This is an optimization exercise on Yosys and OpenROAD, whose aim is small area, a short achievable clock period and few clock cycles per item, not a production implementation.
In this exercise RTL edits were held to simulation tests only and were not proved equivalent to the original.
No activity file was given, so power comes from the tool's default toggle rates.

## design/flow/design.v

```verilog
package dmem_pkg;
  localparam int DMEM_ADDR_W = 9;
  localparam int DMEM_DATA_W = 32;
  localparam int DMEM_DEPTH  = 128;
endpackage
module dmem_pair #(
  parameter int DATA_W = 32
) (
  input  logic              clk,
  input  logic              we0,
  input  logic              wen0,
  input  logic              we1,
  input  logic              wen1,
  input  logic [DATA_W-1:0] x,
  input  logic              rl0,
  input  logic              rl1,
  output logic [DATA_W-1:0] r
);
  logic [DATA_W-1:0] s0_q, s1_q;
  always_ff @(posedge clk) begin
    s0_q <= ~(({DATA_W{we0}} & x) | ({DATA_W{wen0}} & s0_q));
    s1_q <= ~(({DATA_W{we1}} & x) | ({DATA_W{wen1}} & s1_q));
  end
  assign r = ~(({DATA_W{rl0}} | s0_q) & ({DATA_W{rl1}} | s1_q));
endmodule
module dmem_nor2 #(
  parameter int DATA_W = 32
) (
  input  logic [DATA_W-1:0] a,
  input  logic [DATA_W-1:0] b,
  output logic [DATA_W-1:0] y
);
  assign y = ~(a | b);
endmodule
module dmem_nand2 #(
  parameter int DATA_W = 32
) (
  input  logic [DATA_W-1:0] a,
  input  logic [DATA_W-1:0] b,
  output logic [DATA_W-1:0] y
);
  assign y = ~(a & b);
endmodule
module dmem_bank #(
  parameter int DATA_W = 32,
  parameter int BWORDS = 16,
  parameter int BIDX_W = 4
) (
  input  logic              clk,
  input  logic              we,
  input  logic [BIDX_W-1:0] waddr,
  input  logic              re,
  input  logic [BIDX_W-1:0] raddr,
  input  logic [DATA_W-1:0] x,
  output logic [DATA_W-1:0] r_n
);
  localparam int NPAIR = BWORDS / 2;
  logic [BWORDS-1:0] wsel;
  logic [BWORDS-1:0] rsel_n;
  logic [DATA_W-1:0] pr [NPAIR];
  genvar gi;
  for (gi = 0; gi < BWORDS; gi++) begin : g_dec
    assign wsel[gi]   = we && (waddr == BIDX_W'(gi));
    assign rsel_n[gi] = !(re && (raddr == BIDX_W'(gi)));
  end
  for (gi = 0; gi < NPAIR; gi++) begin : g_pair
    dmem_pair #(
      .DATA_W (DATA_W)
    ) u_pair (
      .clk  (clk),
      .we0  (wsel[2*gi]),
      .wen0 (!wsel[2*gi]),
      .we1  (wsel[2*gi+1]),
      .wen1 (!wsel[2*gi+1]),
      .x    (x),
      .rl0  (rsel_n[2*gi]),
      .rl1  (rsel_n[2*gi+1]),
      .r    (pr[gi])
    );
  end
  logic [DATA_W-1:0] t1 [4];
  logic [DATA_W-1:0] t2 [2];
  for (gi = 0; gi < 4; gi++) begin : g_t1
    dmem_nor2 #(.DATA_W(DATA_W)) u_g (.a(pr[2*gi]), .b(pr[2*gi+1]), .y(t1[gi]));
  end
  for (gi = 0; gi < 2; gi++) begin : g_t2
    dmem_nand2 #(.DATA_W(DATA_W)) u_g (.a(t1[2*gi]), .b(t1[2*gi+1]), .y(t2[gi]));
  end
  dmem_nor2 #(.DATA_W(DATA_W)) u_t3 (.a(t2[0]), .b(t2[1]), .y(r_n));
endmodule
module dmem_array #(
  parameter int DATA_W = 32,
  parameter int DEPTH  = 128,
  parameter int IDX_W  = 7
) (
  input  logic              clk,
  input  logic              wgo,
  input  logic [IDX_W-1:0]  waddr,
  input  logic [DATA_W-1:0] wdata,
  input  logic              re,
  input  logic [IDX_W-1:0]  raddr,
  output logic [DATA_W-1:0] rdata
);
  localparam int BWORDS = 16;
  localparam int BIDX_W = 4;
  localparam int NBANK  = DEPTH / BWORDS;
  localparam int BSEL_W = IDX_W - BIDX_W;
  logic              phase_q;
  logic [DATA_W-1:0] x_q;
  logic [IDX_W-1:0]  waddr_q;
  logic [DATA_W-1:0] rsel;
  logic [DATA_W-1:0] rdata_q;
  logic [DATA_W-1:0] br_n [NBANK];
  logic [DATA_W-1:0] u1 [4];
  logic [DATA_W-1:0] u2 [2];
  always_ff @(posedge clk) begin
    phase_q <= ~phase_q;
  end
  always_ff @(posedge clk) begin
    waddr_q <= waddr;
    x_q     <= ~(wdata ^ {DATA_W{phase_q}});
  end
  genvar gi;
  for (gi = 0; gi < NBANK; gi++) begin : g_bank
    dmem_bank #(
      .DATA_W (DATA_W),
      .BWORDS (BWORDS),
      .BIDX_W (BIDX_W)
    ) u_bank (
      .clk   (clk),
      .we    (wgo && (waddr_q[IDX_W-1:BIDX_W] == BSEL_W'(gi))),
      .waddr (waddr_q[BIDX_W-1:0]),
      .re    (re && (raddr[IDX_W-1:BIDX_W] == BSEL_W'(gi))),
      .raddr (raddr[BIDX_W-1:0]),
      .x     (x_q),
      .r_n   (br_n[gi])
    );
  end
  for (gi = 0; gi < 4; gi++) begin : g_u1
    dmem_nand2 #(.DATA_W(DATA_W)) u_g (.a(br_n[2*gi]), .b(br_n[2*gi+1]), .y(u1[gi]));
  end
  for (gi = 0; gi < 2; gi++) begin : g_u2
    dmem_nor2 #(.DATA_W(DATA_W)) u_g (.a(u1[2*gi]), .b(u1[2*gi+1]), .y(u2[gi]));
  end
  dmem_nand2 #(.DATA_W(DATA_W)) u_u3 (.a(u2[0]), .b(u2[1]), .y(rsel));
  always_ff @(posedge clk) begin
    rdata_q <= rsel ^ {DATA_W{re && !phase_q}};
  end
  assign rdata = rdata_q;
endmodule
module dmem_responder #(
  parameter int ADDR_W = dmem_pkg::DMEM_ADDR_W,
  parameter int DATA_W = dmem_pkg::DMEM_DATA_W,
  parameter int DEPTH  = dmem_pkg::DMEM_DEPTH
) (
  input  logic              clk,
  input  logic              reset,
  input  logic              req_valid,
  input  logic              req_write,
  input  logic [ADDR_W-1:0] req_addr,
  input  logic [DATA_W-1:0] req_wdata,
  output logic              req_ready,
  output logic              stall_o,
  output logic              rsp_valid,
  output logic              rsp_err,
  output logic [DATA_W-1:0] rsp_rdata
);
  localparam int IDX_W = ADDR_W - 2;
  logic busy_q;    
  logic rsp_q;     
  logic rdy_q;     
  logic err_q;     
  logic wgo_q;     
  logic accept;
  logic aligned;
  assign accept  = req_valid && !busy_q;
  assign aligned = (req_addr[1:0] == 2'b00);
  always_ff @(posedge clk or negedge reset) begin
    if (!reset) begin
      busy_q <= 1'b0;
      rsp_q  <= 1'b0;
      rdy_q  <= 1'b1;
      err_q  <= 1'b0;
      wgo_q  <= 1'b0;
    end else begin
      busy_q <= accept;
      rsp_q  <= accept;
      rdy_q  <= !accept;
      err_q  <= accept && !aligned;
      wgo_q  <= accept && req_write && aligned;
    end
  end
  dmem_array #(
    .DATA_W (DATA_W),
    .DEPTH  (DEPTH),
    .IDX_W  (IDX_W)
  ) u_array (
    .clk   (clk),
    .wgo   (wgo_q),
    .waddr (req_addr[ADDR_W-1:2]),
    .wdata (req_wdata),
    .re    (aligned),
    .raddr (req_addr[ADDR_W-1:2]),
    .rdata (rsp_rdata)
  );
  assign req_ready = rdy_q;
  assign stall_o   = req_valid && rdy_q;
  assign rsp_valid = rsp_q;
  assign rsp_err   = err_q;
endmodule
```

## design/flow/run.sh

```bash
#!/bin/bash
# synth_recipe.tcl (not shown) runs the flow's synth.tcl, then flattens the netlist and writes it again
# the make line also repeats each setting of config.mk as NAME=value (left out here)
make -C /OpenROAD-flow-scripts/flow DESIGN_CONFIG=/design/flow/config.mk WORK_HOME=/design/flow/orfs CLKGATE_MAP_FILE= SYNTH_SCRIPT=/design/flow/synth_recipe.tcl finish
```

## design/flow/config.mk

```make
export PLATFORM = sky130hd
export DESIGN_NAME = dmem_responder
export DESIGN_NICKNAME = dmem_responder
export VERILOG_FILES = /design/flow/design.v
export SDC_FILE = /design/flow/constraint.sdc
export NUM_CORES = 4
export LEC_CHECK = 0
export CAP_MARGIN = 30
export CORE_MARGIN = 2
export CORE_UTILIZATION = 40
export CTS_CLUSTER_DIAMETER = 80
export CTS_CLUSTER_SIZE = 28
export SETUP_SLACK_MARGIN = 3.0
export SLEW_MARGIN = 40
export SYNTH_HIERARCHICAL = 1
export SYNTH_MEMORY_MAX_BITS = 8192
export TNS_END_PERCENT = 5
```

## design/flow/constraint.sdc

```tcl
create_clock -name core_clock -period 5.5 [get_ports {clk}]
set_input_delay 1.1000 -clock core_clock [delete_from_list [all_inputs] [get_ports {clk}]]
set_output_delay 1.1000 -clock core_clock [all_outputs]
set_load 0.01 [all_outputs]
```

==> flow_summary.ini, run 1 <==
[critical_path]
worst_setup_path_end_kind = register
regToRegStartpoint = wgo_q
cp_data_required_time_ps = 6350
timing.rr.end = u_array.g_bank[2].u_bank.g_pair[7].u_pair.s1_q[27]
critPathLaunchType = primary input
reg2reg_depth = 6
arrival_ps = 3850
crit_path_max_fanout = 7
crit_type = primary input to register
reg2reg_slack_ps = 2610

[run]
max-cap-violations = 0

[timing]
tns_ps = 0
layout_setup_ws_ps = 2500
period_share_pct = 54.5
worstMarginPinSlew_ps = 930
slew_viol_final = 0
fmax_ghz = 0.334
finClkSkew_ps = 75.4
hold_viol_final = 0
slew_headroom_pct = 37.8
min_period_ps = 3000
final-setup-viol-count = 0
rsz0062_at_grt = true

[layout]
drive_above_1_share_pct = 14.7
finalInstanceArea_mm2 = 0.165
mostFrequentLayoutCells = dfxtp_1 (4099), a22oi_1 (4096), o22ai_1 (1928), nor2_1 (1016), nand2_1 (545)
nets = 14000
areaGrowthSynthToFinish_pct = 11.6
final_common_cell = dfxtp_1
final_cells = 19000
multiInputGateArea_mm2 = 0.0600
layout.area.seq_mm2 = 0.0838
fill_cells = 34600

[clock_tree]
h-tree-depth = 4
cts_tree = yes
cts_hold_buffers = 0
worstSkewPairLatency_ps = 990
clk_path_buf_depth = 4
clock-sinks = 4172
clk_pin_slew_ps = 110
numCtsBuffers = 186
cts_root_buf = clkbuf_16

[grt]
first_global_vias = 114000
grt_max_degree = 113
overflow = 0
grt_pass1_wl_um = 830000
antenna_found_initial = 16
track_usage_pct = 29.5

[floorplan]
die_area_mm2 = 0.375
rows = 223
io_pins = 81
initial_core_util_pct = 40.1
core_mm2 = 0.369
die_h_um = 612
die_w_um = 612

[placed_design]
dp_cells = 18500
place_area_mm2 = 0.151
numPortBuffers = 80
pre_cts_ws_ps = 78.0
dp.final_hpwl_um = 331000
gp_congestion = 0.887

[worst_hold_path]
holdPathEnd = u_array.waddr_q[5]
whs_path_depth = 1
holdCritStartpoint = req_addr[7]
worstHoldPathType = primary input to register

[yosys]
ys_types = 34
syn_area_per_cell_um2 = 10.4
synthesis.area_mm2 = 0.148
ys_seq_area_share_pct = 56.5
syn-num-nets = 14200
synth-seq-cells = 4172
synth_cells = 14200
ys_warn_count = 18

[detailed_routing]
vias = 126000
wirelength_um = 583000
via_per_inst = 6.63
wl_per_cell_um = 30.7
drt_iter0_drc = 18200
first_pass_iters = 7
route.detailed.drc = 0
postRouteAntennaNets = 0

[status]
outcome = no timing/DRC/antenna violations

[power]
power_density_mw_per_mm2 = 304
ir_worst_vdd_uv = 304
p_leak_nw = 77.7
[report_power, final]
part,total [W],internal (W),switching [W],leakage [nW]
Combinational,0.00179,0.000587,0.00120,39.8
Clock,0.0170,0.00677,0.0103,2.73
Sequential,0.0314,0.0308,0.000637,35.2
[cells by family (layout without fill, tap and decap cells)]
family          count (synthesis)  in the layout  synth area share, %
simple gates                 2608           2630                 7.25
flops                        4172           4172                 56.5
other cells                     0             11                    0
buf+inv                      1210           1032                 6.43
compound gates               6144           6144                 29.5
xor+xnor                       64             64                0.389
[critical path: stages]
cell       delay (ps)
buf_6              70
nor2_4             40
buf_12            130
nand2b_4          120
nor2_4             50
buf_12            140
buf_6             120
nor2b_4           130
buf_6             130
nand3_4           130
buf_4             130
bufbuf_16         250
o22ai_1           110
nor2_2            310
nand2_2           160
nor2_1            130
nand2_1           160
nor2_2            220
nand2_2            70
xnor2_1           120
[layer usage]
layer | GRT usage, % | part of all wire, % | vias up
met5 | 0 | 0.018 | -
met2 | 41.6 | 41 | 7176
met4 | 15.6 | 6.1 | 14
li1 | - | - | 54300
met3 | 7.20 | 12 | 1072
met1 | 41.3 | 41 | 63500
[cell usage after synthesis]
library cell  count  area share (%)
dfxtp_1        4168              56
buf_2           611             2.1
inv_2             1          0.0025
nor3b_1          16           0.081
nand2b_1         22           0.093
nand3_1          72            0.24
and3_1            9           0.038
nand3b_1         16           0.081
nand2_1         820             2.1
dfrtp_1           3           0.051
or4_4             8           0.061
nand2b_4          1          0.0093
nor2_2            1          0.0042
inv_4             8           0.034
a22oi_1        4096              21
o22ai_1        2048             8.7
nor2b_1          40            0.17
inv_1             1          0.0025
xnor2_2           2           0.022
or4_1             8           0.041
nor2_1         1469             3.7
nor3b_2           8           0.068
nand4_1          40            0.17
or3_1            16           0.068
buf_6           525             4.0
nor3_1           28           0.095
buf_4            64            0.32
nor2b_4           1          0.0093
dfstp_2           1           0.018
xnor2_1          62            0.37
or3b_4            8           0.061
and3b_1          16           0.095
nor3_2            8           0.054
and2_2            1          0.0051
[registers in the layout (all words and copies together), names as in the netlist]
signal	count
u_array.x_q	32
u_array.g_bank.u_bank.g_pair.u_pair.s1_q	2048
u_array.waddr_q	7
u_array.g_bank.u_bank.g_pair.u_pair.s0_q	2048
busy_q	1
err_q	1
wgo_q	1
rdy_q	1
u_array.rdata_q	32
u_array.phase_q	1
[final cells by class]
cell class	count	share of cell area, %
inverters	10	0.0349
diodes	11	0.0167
repair buffers	760	5.69
clock inverters	51	0.409
clock buffers	211	2.98
well taps	4950	3.75
multi-input cells	8838	36.3
flip-flops and latches	4172	50.8
[worst max path at each step]
stage / cells past startpoint / from / end
floorplan: 14 / req_addr[0] / u_array.rdata_q[29]
global placement: 14 / req_addr[7] / u_array.rdata_q[13]
detailed placement: 14 / req_addr[7] / u_array.rdata_q[13]
CTS: 2 / rdy_q / stall_o
global route: 22 / req_addr[0] / u_array.rdata_q[13]
finish: 20 / req_addr[0] / u_array.rdata_q[8]
[stage by stage]
step | total power (W) | hold slack, ps | util (%)
4_1_cts | 0.0503 | 266 | 44.6
5_1_grt | 0.0515 | 286 | 44.8
2_1_floorplan | 0.0324 | 415 | -
3_3_place_gp | 0.0335 | 425 | 40.8
6_report | 0.0502 | 303 | 44.8
3_5_place_dp | 0.0336 | 431 | 41.0
[timing repair]
action / 4_1_cts / 5_1_grt
pin swaps: 314 / 19
buffers inserted: 124 / 30
resized for setup: 1484 / 81
cloned: 67 / 1
setup endpoints to repair: 3320 / 2971
Testbench counts, summed over its fixed seeds: cycles 9,600, items 4,800.
==> inputs of run 2 (changes only) <==
--- a/design/flow/config.mk
+++ b/design/flow/config.mk
@@ -8,5 +8,5 @@
 export CAP_MARGIN = 30
 export CORE_MARGIN = 2
-export CORE_UTILIZATION = 40
+export CORE_UTILIZATION = 42
 export CTS_CLUSTER_DIAMETER = 80
 export CTS_CLUSTER_SIZE = 28
==> run 2 against run 1 <==
Net effect: global-route usage increased by 0.66 points; utilization increased by 1.8 points; synthesized cell count unchanged.
==> flow_summary.ini, run 2 <==
[status]
outcome = no timing/DRC/antenna violations

[yosys]
synth_fa_ha_area_share_pct = 0
synthesis.area_mm2 = 0.148
synth_area_leader_cell = dfxtp_1
syn_area_per_cell_um2 = 10.4
synth-edff-count = 0
synth_top_family_by_area = compound AO/OA/AOI/OAI gates
synth_cells = 14200
syn-num-nets = 14200
async_flop_share_pct = 0.0959
ys_warn_count = 18
synth_area_leaders = dfxtp_1 (56%), a22oi_1 (21%), o22ai_1 (8.7%), buf_6 (4.0%), nor2_1 (3.7%)
synth-xor-area-share_pct = 0.389
synth_compound_area_share_pct = 29.5
ys_types = 34
synth_top_area_share_pct = 56.4
synth_common_cells = dfxtp_1 (4168), a22oi_1 (4096), o22ai_1 (2048), nor2_1 (1469), nand2_1 (820)
synth_ff_type = dfxtp_1
yosysMostFrequentCell = dfxtp_1
synth-seq-cells = 4172
ys_seq_area_share_pct = 56.5
yosys-mux-area-fraction_pct = 0
yosys.area_share.simple_pct = 7.25

[layout]
mostFrequentLayoutCells = dfxtp_1 (4105), a22oi_1 (4096), o22ai_1 (1984), nor2_1 (1062), nand2_1 (580)
drive_above_1_share_pct = 13.2
finalInstanceArea_mm2 = 0.163
areaGrowthSynthToFinish_pct = 10.3
final_cells = 18600
nets = 14000
largest_registers = u_array.g_bank.u_bank.g_pair.u_pair.s0_q: 2048 flops, u_array.g_bank.u_bank.g_pair.u_pair.s1_q: 2048 flops
final_common_cell = dfxtp_1

[power]
p_leak_nw = 77.1
combPwrFrac_pct = 3.4
power_density_mw_per_mm2 = 308
ir_worst_vdd_uv = 241
swShare_pct = 23.8
internal_power_w = 0.0383
p_sw_w = 0.0120
power.share.clock_pct = 34.4
power_frac_seq_pct = 62.2

[grt]
antenna_found_initial = 16
grt_max_degree = 113
overflow = 0
track_usage_pct = 30.2
first_global_vias = 114000
grt_pass1_wl_um = 813000

[critical_path]
critPathLaunchType = primary input
slowest_delay_ps = 260
arrival_ps = 3820
crit_type = primary input to register
reg2reg_slack_ps = 2750
regToRegStartpoint = u_array.waddr_q[1]
path_common_cell = nor2_4
cpMaxStageDelayCell = nor2_1
crit_path_max_fanout = 13
cp_cell_sequence = buf_6 -> nor2_4 -> buf_12 -> nand2_8 -> nor3_4 -> buf_12 -> buf_8 -> buf_6 -> nor3b_4 -> buf_4 -> nand3_4 -> buf_8 -> o22ai_1 -> nor2_1 -> nand2_1 -> nor2_4 -> nand2_4 -> nor2_4 -> nand2_2 -> xnor2_1
timing.rr.end = u_array.g_bank[3].u_bank.g_pair[3].u_pair.s0_q[10]
path_buf_inv = 7
worst_setup_path_end_kind = register
cp_data_required_time_ps = 6370
critical_path.top_delay_family = simple AND/OR/NAND/NOR gates
reg2reg_depth = 5

[floorplan]
die_h_um = 597
rows = 217
die_area_mm2 = 0.357
io_pins = 81
die_w_um = 597
initial_core_util_pct = 42.3
core_mm2 = 0.350

[timing]
fmax_ghz = 0.339
slew_viol_final = 0
hold_viol_final = 0
rsz0062_at_grt = true
finClkSkew_ps = 62.6
holdWs_ps = 315
period_share_pct = 53.6
slew_headroom_pct = 30.7
layout_setup_ws_ps = 2550
tns_ps = 0
final-setup-viol-count = 0
worstMarginPinSlew_ps = 1040
min_period_ps = 2950

[detailed_routing]
first_pass_iters = 6
wl_per_cell_um = 30.8
vias = 126000
via_per_inst = 6.76
postRouteAntennaNets = 0
route.detailed.drc = 0
wirelength_um = 573000
drt_iter0_drc = 18100

[clock_tree]
numCtsBuffers = 186
cts_tree = yes
clk_pin_slew_ps = 110
h-tree-depth = 4
cts_hold_buffers = 0
clk_path_buf_depth = 4
worstSkewPairLatency_ps = 980
clock-sinks = 4172
cts_root_buf = clkbuf_16

[run]
max-cap-violations = 0

[placed_design]
place_area_mm2 = 0.151
gp_congestion = 0.873
numPortBuffers = 80
dp_cells = 18100
pre_cts_ws_ps = 264
dp.final_hpwl_um = 326000

[worst_hold_path]
worstHoldPathType = primary input to async pin
==> run 2: changes by cell type in the layout (fill, tap and decap cells not counted), moves of 35 or more <==
cell	change
nor2_2	-60
buf_6	-42
o22ai_1	+56
nand2_1	+35
nor2_1	+46
o22ai_2	-40
==> run 2: worst max-delay path by stage <==
stage	start	end	slack (ps)	cells past startpoint
floorplan	req_addr[0]	u_array.rdata_q[29]	2530	14
global placement	req_addr[0]	u_array.rdata_q[7]	240	14
detailed placement	req_addr[0]	u_array.rdata_q[8]	260	14
CTS	req_addr[2]	u_array.rdata_q[7]	2630	14
global route	req_addr[1]	u_array.rdata_q[3]	2560	20
finish	req_addr[1]	u_array.rdata_q[10]	2550	20
==> run 2: cells by family after synthesis <==
group                  Yosys count
AO/OA/AOI/OAI                 6144
XOR/XNOR                        64
buffers and inverters         1210
flip-flops                    4172
AND/OR/NAND/NOR               2608
==> run 2: layer usage <==
metal  routed length [um]  vias to the layer above  global-route usage (%)
li1                     -                    54200                       -
met1               235000                    63400                    41.8
met2               245000                     7212                    44.4
met3                61400                     1041                    6.09
met4                31900                        8                    15.4
met5                   80                        -                       0
==> run 2: power by group through the flow <==
stage / clock (W) / combinational (W) / sequential [W]
after global routing: 0.0184 / 0.00174 / 0.0314
final: 0.0173 / 0.00169 / 0.0313
after global placement: 0 / 0.00143 / 0.0320
after floorplan: 0 / 0.000480 / 0.0320
after detailed placement: 0 / 0.00152 / 0.0320
after CTS: 0.0174 / 0.00160 / 0.0313
==> run 2: through the flow <==
step	utilization, %	power [W]
final	46.6	0.0503
after global routing	46.6	0.0515
after CTS	46.1	0.0503
after detailed placement	43.0	0.0335
after global placement	42.8	0.0334
after floorplan	-	0.0324
==> run 2: worst reg2reg max path: stages, from the launching register on <==
cell     delay (ps)
dfxtp_4         660
buf_4           560
nor2b_1         430
nand2_1         440
buf_4           380
a22oi_1         190
==> run 2: layout make-up <==
class,count,area [um2]
Timing Repair Buffer,714,8510
Multi-Input combinational cell,8837,59200
Clock inverter,52,852
Fill cell,32500,187000
Sequential cell,4172,83700
Inverter,10,57.6
Tap cell,4599,5750
Clock buffer,208,4910
Antenna cell,19,47.5
==> run 2: timing repair <==
item,CTS,global route
cloned,34,14
endpoints found under the setup margin,3970,2142
resized for setup,1043,252
pin swaps,175,94
buffers inserted,94,42
==> inputs of run 3 (changes only) <==
--- a/design/flow/design.v
+++ b/design/flow/design.v
@@ -131,5 +131,5 @@
       .we    (wgo && (waddr_q[IDX_W-1:BIDX_W] == BSEL_W'(gi))),
       .waddr (waddr_q[BIDX_W-1:0]),
-      .re    (re && (raddr[IDX_W-1:BIDX_W] == BSEL_W'(gi))),
+      .re    (raddr[IDX_W-1:BIDX_W] == BSEL_W'(gi)),
       .raddr (raddr[BIDX_W-1:0]),
       .x     (x_q),
@@ -145,5 +145,5 @@
   dmem_nand2 #(.DATA_W(DATA_W)) u_u3 (.a(u2[0]), .b(u2[1]), .y(rsel));
   always_ff @(posedge clk) begin
-    rdata_q <= rsel ^ {DATA_W{re && !phase_q}};
+    rdata_q <= {DATA_W{re}} & (rsel ^ {DATA_W{!phase_q}});
   end
   assign rdata = rdata_q;
--- a/design/flow/config.mk
+++ b/design/flow/config.mk
@@ -8,8 +8,8 @@
 export CAP_MARGIN = 30
 export CORE_MARGIN = 2
-export CORE_UTILIZATION = 42
+export CORE_UTILIZATION = 45
 export CTS_CLUSTER_DIAMETER = 80
 export CTS_CLUSTER_SIZE = 28
-export SETUP_SLACK_MARGIN = 3.0
+export SETUP_SLACK_MARGIN = 2.9
 export SLEW_MARGIN = 40
 export SYNTH_HIERARCHICAL = 1
==> run 3 against run 2 <==
Net effect: via count rose by 0.19%; synthesized cell count up 0.20%; clock power is essentially flat; still clean; highest routed layer is now met4; routed wire length is 0.42% higher; cell count down 0.71%; combinational power is 9% higher; critical path type unchanged; fmax down 4.3%; die area down 6.5%; cell area up 0.69%.
==> flow_summary.ini, run 3 <==
[timing]
hold_viol_final = 0
period_share_pct = 56.0
finClkSkew_ps = 55.7
slew_viol_final = 0
tns_ps = 0
min_period_ps = 3080
worstMarginPinSlew_ps = 1070
final-setup-viol-count = 0
rsz0062_at_grt = true
slew_headroom_pct = 28.6
fmax_ghz = 0.325

[yosys]
synth-edff-count = 0
synth_compound_area_share_pct = 29.4
synth_common_cells = dfxtp_1 (4168), a22oi_1 (4096), o22ai_1 (2048), nor2_1 (1464), nand2_1 (819)
synth-xor-area-share_pct = 0.379
ys_seq_area_share_pct = 56.4
ys_warn_count = 18
yosys.area_share.simple_pct = 7.37
syn_area_per_cell_um2 = 10.4
synth_ff_type = dfxtp_1
synth_area_leader_cell = dfxtp_1
ys_types = 34
synth_top_area_share_pct = 56.3
async_flop_share_pct = 0.0959
synth_fa_ha_area_share_pct = 0
synth-seq-cells = 4172
syn-num-nets = 14300
yosys-mux-area-fraction_pct = 0
synthesis.area_mm2 = 0.148
yosysMostFrequentCell = dfxtp_1
synth_cells = 14200
synth_top_family_by_area = compound AO/OA/AOI/OAI gates
synth_area_leaders = dfxtp_1 (56%), a22oi_1 (21%), o22ai_1 (8.7%), buf_6 (4.0%), nor2_1 (3.7%)

[critical_path]
critPathLaunchType = primary input
cp_data_required_time_ps = 6370
reg2reg_slack_ps = 2550
crit_path_max_fanout = 8
arrival_ps = 3960
worstSetupEndpoint = u_array.rdata_q[30]
reg2reg_depth = 6
crit_path_start = req_addr[8]
crit_type = primary input to register
worst_setup_path_end_kind = register
timing.rr.end = u_array.g_bank[2].u_bank.g_pair[4].u_pair.s1_q[6]
regToRegStartpoint = wgo_q

[grt]
first_global_vias = 114000
track_usage_pct = 32.6
overflow = 0
grt_pass1_wl_um = 819000
grt_max_degree = 118
antenna_found_initial = 9

[layout]
mostFrequentLayoutCells = dfxtp_1 (4100), a22oi_1 (4096), o22ai_1 (1881), nor2_1 (1049), nand2_1 (557)
nets = 14100
largest_registers = u_array.g_bank.u_bank.g_pair.u_pair.s0_q: 2048 flops, u_array.g_bank.u_bank.g_pair.u_pair.s1_q: 2048 flops
drive_above_1_share_pct = 14.8
areaGrowthSynthToFinish_pct = 10.9
final_cells = 18500
final_common_cell = dfxtp_1

[floorplan]
die_w_um = 578
initial_core_util_pct = 45.2
die_area_mm2 = 0.334
core_mm2 = 0.327
rows = 210
io_pins = 81
die_h_um = 578

[power]
p_sw_w = 0.0120
fin_total_pwr_w = 0.0501
combPwrFrac_pct = 3.7
power.share.clock_pct = 34.1
swShare_pct = 23.9
power_frac_seq_pct = 62.2
power_density_mw_per_mm2 = 305
internal_power_w = 0.0382
ir_worst_vdd_uv = 249
p_leak_nw = 77.4

[clock_tree]
clk_path_buf_depth = 4
clock-sinks = 4172
h-tree-depth = 4
numCtsBuffers = 185
cts_tree = yes
clk_pin_slew_ps = 110
cts_hold_buffers = 0
cts_root_buf = clkbuf_16
worstSkewPairLatency_ps = 970

[placed_design]
dp.final_hpwl_um = 328000
dp_cells = 18000
gp_congestion = 0.905
numPortBuffers = 80

[detailed_routing]
drt_iter0_drc = 18000
route.detailed.drc = 0
vias = 126000
via_per_inst = 6.82
first_pass_iters = 7
postRouteAntennaNets = 0
wirelength_um = 575000
wl_per_cell_um = 31.1

[worst_hold_path]
worstHoldPathType = primary input to async pin

[run]
max-cap-violations = 0

[status]
outcome = no timing/DRC/antenna violations
[run 3: worst min path at each step]
| stage | end | slack [ps] | startpoint |
|---|---|---|---|
| after global routing | err_q | 280 | reset |
| final | err_q | 280 | reset |
| after detailed placement | u_array.g_bank[5].u_bank.g_pair[5].u_pair.s1_q[31] | 430 | u_array.g_bank[5].u_bank.g_pair[5].u_pair.s1_q[31] |
| after global placement | u_array.g_bank[6].u_bank.g_pair[6].u_pair.s0_q[31] | 420 | u_array.g_bank[6].u_bank.g_pair[6].u_pair.s0_q[31] |
| after CTS | err_q | 260 | reset |
| after floorplan | u_array.g_bank[2].u_bank.g_pair[4].u_pair.s1_q[31] | 410 | u_array.g_bank[2].u_bank.g_pair[4].u_pair.s1_q[31] |
[run 3: power by group through the flow]
stage / Clock (W) / Sequential, W / Combinational [W]
5_1_grt: 0.0182 / 0.0312 / 0.00189
3_5_place_dp: 0 / 0.0319 / 0.00160
3_3_place_gp: 0 / 0.0319 / 0.00150
4_1_cts: 0.0172 / 0.0312 / 0.00175
2_1_floorplan: 0 / 0.0319 / 0.000537
6_report: 0.0171 / 0.0312 / 0.00185
[run 3: metal layers]
metal / vias to the layer above / global-route usage [%] / routed length [um]
met4: 0 / 17.2 / 33500
met1: 63200 / 46.1 / 237000
met5: - / 0 / 0
li1: 54500 / - / -
met2: 7280 / 46.7 / 241000
met3: 1114 / 6.47 / 63400
[run 3: kinds of logic after synthesis]
logic type / after synthesis
buffers and inverters: 1212
flip-flops: 4172
AND/OR/NAND/NOR: 2635
XOR/XNOR: 64
AO/OA/AOI/OAI: 6144
[run 3: critical path, cell delays in order]
cell and delay, ps:
buf_12 130, buf_12 140, nor3b_4 320, buf_4 180, buf_6 110, nand2_8 90
or4_4 670, o22ai_2 180, nor2_1 70, nand2_1 170, nor2_1 70, nand2_1 160
nor2_1 80, buf_4 180, nand2_2 70, xnor2_1 50, and2_1 170
[run 3: cell type report]
class / count / area, um2
antenna: 3 / 7.51
clock buffer: 208 / 4800
clock inverter: 58 / 866
fill: 29900 / 163000
inverter: 10 / 57.6
multi-input combinational: 8878 / 59900
sequential: 4172 / 83800
tap: 4346 / 5440
timing repair buffer: 804 / 9330
[run 3: what timing repair did]
item                       in CTS  in global routing
setup endpoints to repair    2919               2345
pin swaps                     228                148
gates resized for setup      1138                299
buffers inserted              125                 30
gates cloned                   54                  3
[run 3: metrics by stage]
| step | setup slack (ps) | hold WS (ps) | utilization [%] | area, um2 |
|---|---|---|---|---|
| floorplan | 2690 | 415 | - | 148000 |
| global placement | 93.3 | 424 | 46.0 | 151000 |
| detailed placement | 128 | 430 | 46.2 | 151000 |
| CTS | 2390 | 258 | 49.6 | 162000 |
| global route | 2480 | 277 | 50.2 | 164000 |
| finish | 2420 | 275 | 50.2 | 164000 |
Testbench counts of run 3, summed over its fixed seeds: cycles 9,600, items 4,800.
==> inputs of run 4 (changes only) <==
--- a/design/flow/config.mk
+++ b/design/flow/config.mk
@@ -8,5 +8,5 @@
 export CAP_MARGIN = 30
 export CORE_MARGIN = 2
-export CORE_UTILIZATION = 45
+export CORE_UTILIZATION = 42
 export CTS_CLUSTER_DIAMETER = 80
 export CTS_CLUSTER_SIZE = 28
==> run 4 against run 3 <==
Net effect: still clean; cell area is essentially flat; register-to-register slack lost 30 ps; first-iteration DRC count shrank 1.5%; synthesized cell count is the same; critical path depth is the same; cell count grew 1.7%; non-clock buffer count grew 31; routed wire length shrank 1.1%; sequential power is essentially flat.
==> flow_summary.ini, run 4 <==
[worst_hold_path]
worstHoldPathType = primary input to async pin

[clock_tree]
clk_path_buf_depth = 4
clk_pin_slew_ps = 110
numCtsBuffers = 187
cts_root_buf = clkbuf_16
cts_tree = yes
clock-sinks = 4172
h-tree-depth = 4
worstSkewPairLatency_ps = 960
cts_hold_buffers = 0

[yosys]
syn_area_per_cell_um2 = 10.4
async_flop_share_pct = 0.0959
synth_area_leader_cell = dfxtp_1
synth-seq-cells = 4172
synth-edff-count = 0
synth_common_cells = dfxtp_1 (4168), a22oi_1 (4096), o22ai_1 (2048), nor2_1 (1464), nand2_1 (819)
synth_cells = 14200
synth_top_area_share_pct = 56.3
ys_seq_area_share_pct = 56.4
synthesis.area_mm2 = 0.148
synth_area_leaders = dfxtp_1 (56%), a22oi_1 (21%), o22ai_1 (8.7%), buf_6 (4.0%), nor2_1 (3.7%)
ys_types = 34
yosysMostFrequentCell = dfxtp_1
syn-num-nets = 14300
ys_warn_count = 18
synth_ff_type = dfxtp_1

[grt]
track_usage_pct = 30.0
overflow = 0
grt_max_degree = 113
antenna_found_initial = 14
grt_pass1_wl_um = 809000
first_global_vias = 114000

[layout]
final_common_cell = dfxtp_1
nets = 14100
areaGrowthSynthToFinish_pct = 10.9
finalInstanceArea_mm2 = 0.164
mostFrequentLayoutCells = dfxtp_1 (4099), a22oi_1 (4096), o22ai_1 (1933), nor2_1 (1069), nand2_1 (590)
fill_cells = 32900
largest_registers = u_array.g_bank.u_bank.g_pair.u_pair.s0_q: 2048 flops, u_array.g_bank.u_bank.g_pair.u_pair.s1_q: 2048 flops
drive_above_1_share_pct = 14.2

[power]
ir_worst_vdd_uv = 292
p_leak_nw = 77.5
power_density_mw_per_mm2 = 305

[timing]
min_period_ps = 3120
worstMarginPinSlew_ps = 1390
period_share_pct = 56.7
fmax_ghz = 0.321
rsz0062_at_grt = true
final-setup-viol-count = 0
slew_viol_final = 0
holdWs_ps = 113
slew_headroom_pct = 7.19
finClkSkew_ps = 75.2
hold_viol_final = 0
tns_ps = 0

[critical_path]
critPathLaunchType = primary input
crit_path_start = req_addr[8]
reg2reg_slack_ps = 2520
worst_setup_path_end_kind = register
cpMaxStageDelayCell = or4_4
crit_path_max_fanout = 8
crit_type = primary input to register
cp_data_required_time_ps = 6370
regToRegStartpoint = u_array.waddr_q[5]
path_buf_inv = 5
cp_cell_sequence = buf_12 -> buf_12 -> buf_16 -> nor3b_4 -> nand2_4 -> buf_6 -> or4_4 -> buf_4 -> o22ai_1 -> nor2_1 -> nand2_1 -> nor2_1 -> nand2_2 -> nor2_4 -> nand2_1 -> xnor2_1 -> and2_1
slowest_delay_ps = 550
arrival_ps = 3990
critical_path.top_delay_family = simple AND/OR/NAND/NOR gates

[floorplan]
core_mm2 = 0.352
die_area_mm2 = 0.357
io_pins = 81
rows = 218
initial_core_util_pct = 42.1
die_h_um = 598
die_w_um = 598

[detailed_routing]
postRouteAntennaNets = 0
via_per_inst = 6.69
drt_iter0_drc = 17700
first_pass_iters = 8
vias = 126000
route.detailed.drc = 0
wirelength_um = 569000
wl_per_cell_um = 30.3

[placed_design]
dp.final_hpwl_um = 334000
numPortBuffers = 80
place_area_mm2 = 0.152
gp_congestion = 0.927

[run]
max-cap-violations = 0

[status]
outcome = no timing/DRC/antenna violations
run 4: power breakdown:
group	switching, W	internal (W)
Combinational	0.00124	0.000562
Sequential	0.000502	0.0307
Clock	0.0103	0.00690
Total	0.0120	0.0382
run 4: final cells by class:
cell class,instances,area [um2],area share (%)
antenna,33,82.6,0.0503
clock buffer,213,4930,3.00
clock inverter,55,779,0.475
inverter,10,57.6,0.0350
multi-input combinational,8862,59400,36.1
sequential,4172,83800,51.0
tap,4620,5780,3.52
timing repair buffer,835,9460,5.76
run 4: final timing paths:
kind,endpoint,depth (start not counted)
worst max-delay path,u_array.rdata_q[8],17
worst max register to register,u_array.g_bank[2].u_bank.g_pair[1].u_pair.s0_q[25],6
min in group core_clock,u_array.waddr_q[5],1
max in group asynchronous,busy_q,1
worst min register to register,u_array.g_bank[5].u_bank.g_pair[3].u_pair.s0_q[14],1
worst min-delay path,err_q,1
run 4: cell families after synthesis:
logic type / share of synthesized area [%]
compound gates: 29.4
simple gates: 7.37
buf+inv: 6.42
flops: 56.4
xor+xnor: 0.379
run 4: what timing repair did:
action	CTS	global route
pin swaps	188	77
endpoints found under the setup margin	1004	1562
setup buffers	92	34
gates resized for setup	962	246
cloned	33	10
run 4: per-stage QoR:
step | utilization, % | std cells | total power [W] | setup WS (ps)
final | 46.7 | 18800 | 0.0502 | 2380
after global routing | 46.7 | 18800 | 0.0515 | 2440
after CTS | 46.2 | 18700 | 0.0502 | 2560
after detailed placement | 43.3 | 18300 | 0.0335 | 421
after global placement | 43.1 | 18300 | 0.0334 | 337
after floorplan | - | 14200 | 0.0324 | 2690
run 4: routing by layer:
| layer | up-vias | routed length (um) | track usage (%) |
|---|---|---|---|
| li1 | 54500 | - | - |
| met1 | 63200 | 235000 | 41.4 |
| met2 | 7065 | 245000 | 44.3 |
| met3 | 1003 | 56600 | 5.53 |
| met4 | 2 | 31900 | 15.7 |
| met5 | - | 9 | 0 |

## re-timing with driven ports
How much do the figures lean on ideal ports? The routed layouts below were timed once more, with nothing changed but the port constraints.
Step 1 assumes that a clkbuf_16 drives the clock port and a buf_2 every other input.
Step 2 also shifts input and output timing later by t, the mid clock arrival at the registers, as if the neighbouring blocks saw the same clock.
a / b / c = ideal ports / drivers / drivers and shift; a / b = the first two.
run | t, ns | setup slack, ns | worst hold slack (ns) | clock arrival spread, ns | pins driven straight from the clock port
run 1 | 1.052 | 2.505 / 2.317 / 1.265 | 0.303 / 0.256 / 0.442 | 0.077 / 0.076 | 1
run 2 | 1.056 | 2.551 / 2.549 / 1.493 | 0.315 / 0.237 / 0.443 | 0.076 / 0.077 | 1
run 3 | 1.048 | 2.419 / 2.235 / 1.187 | 0.275 / 0.215 / 0.441 | 0.091 / 0.091 | 1
run 4 | 1.050 | 2.383 / 2.282 / 1.233 | 0.113 / 0.023 / 0.443 | 0.091 / 0.091 | 1
After both steps every run listed still meets setup and hold. For run 1, which loses most, drivers alone change the setup slack by -0.188 ns; drivers and shift together by -1.240 ns.
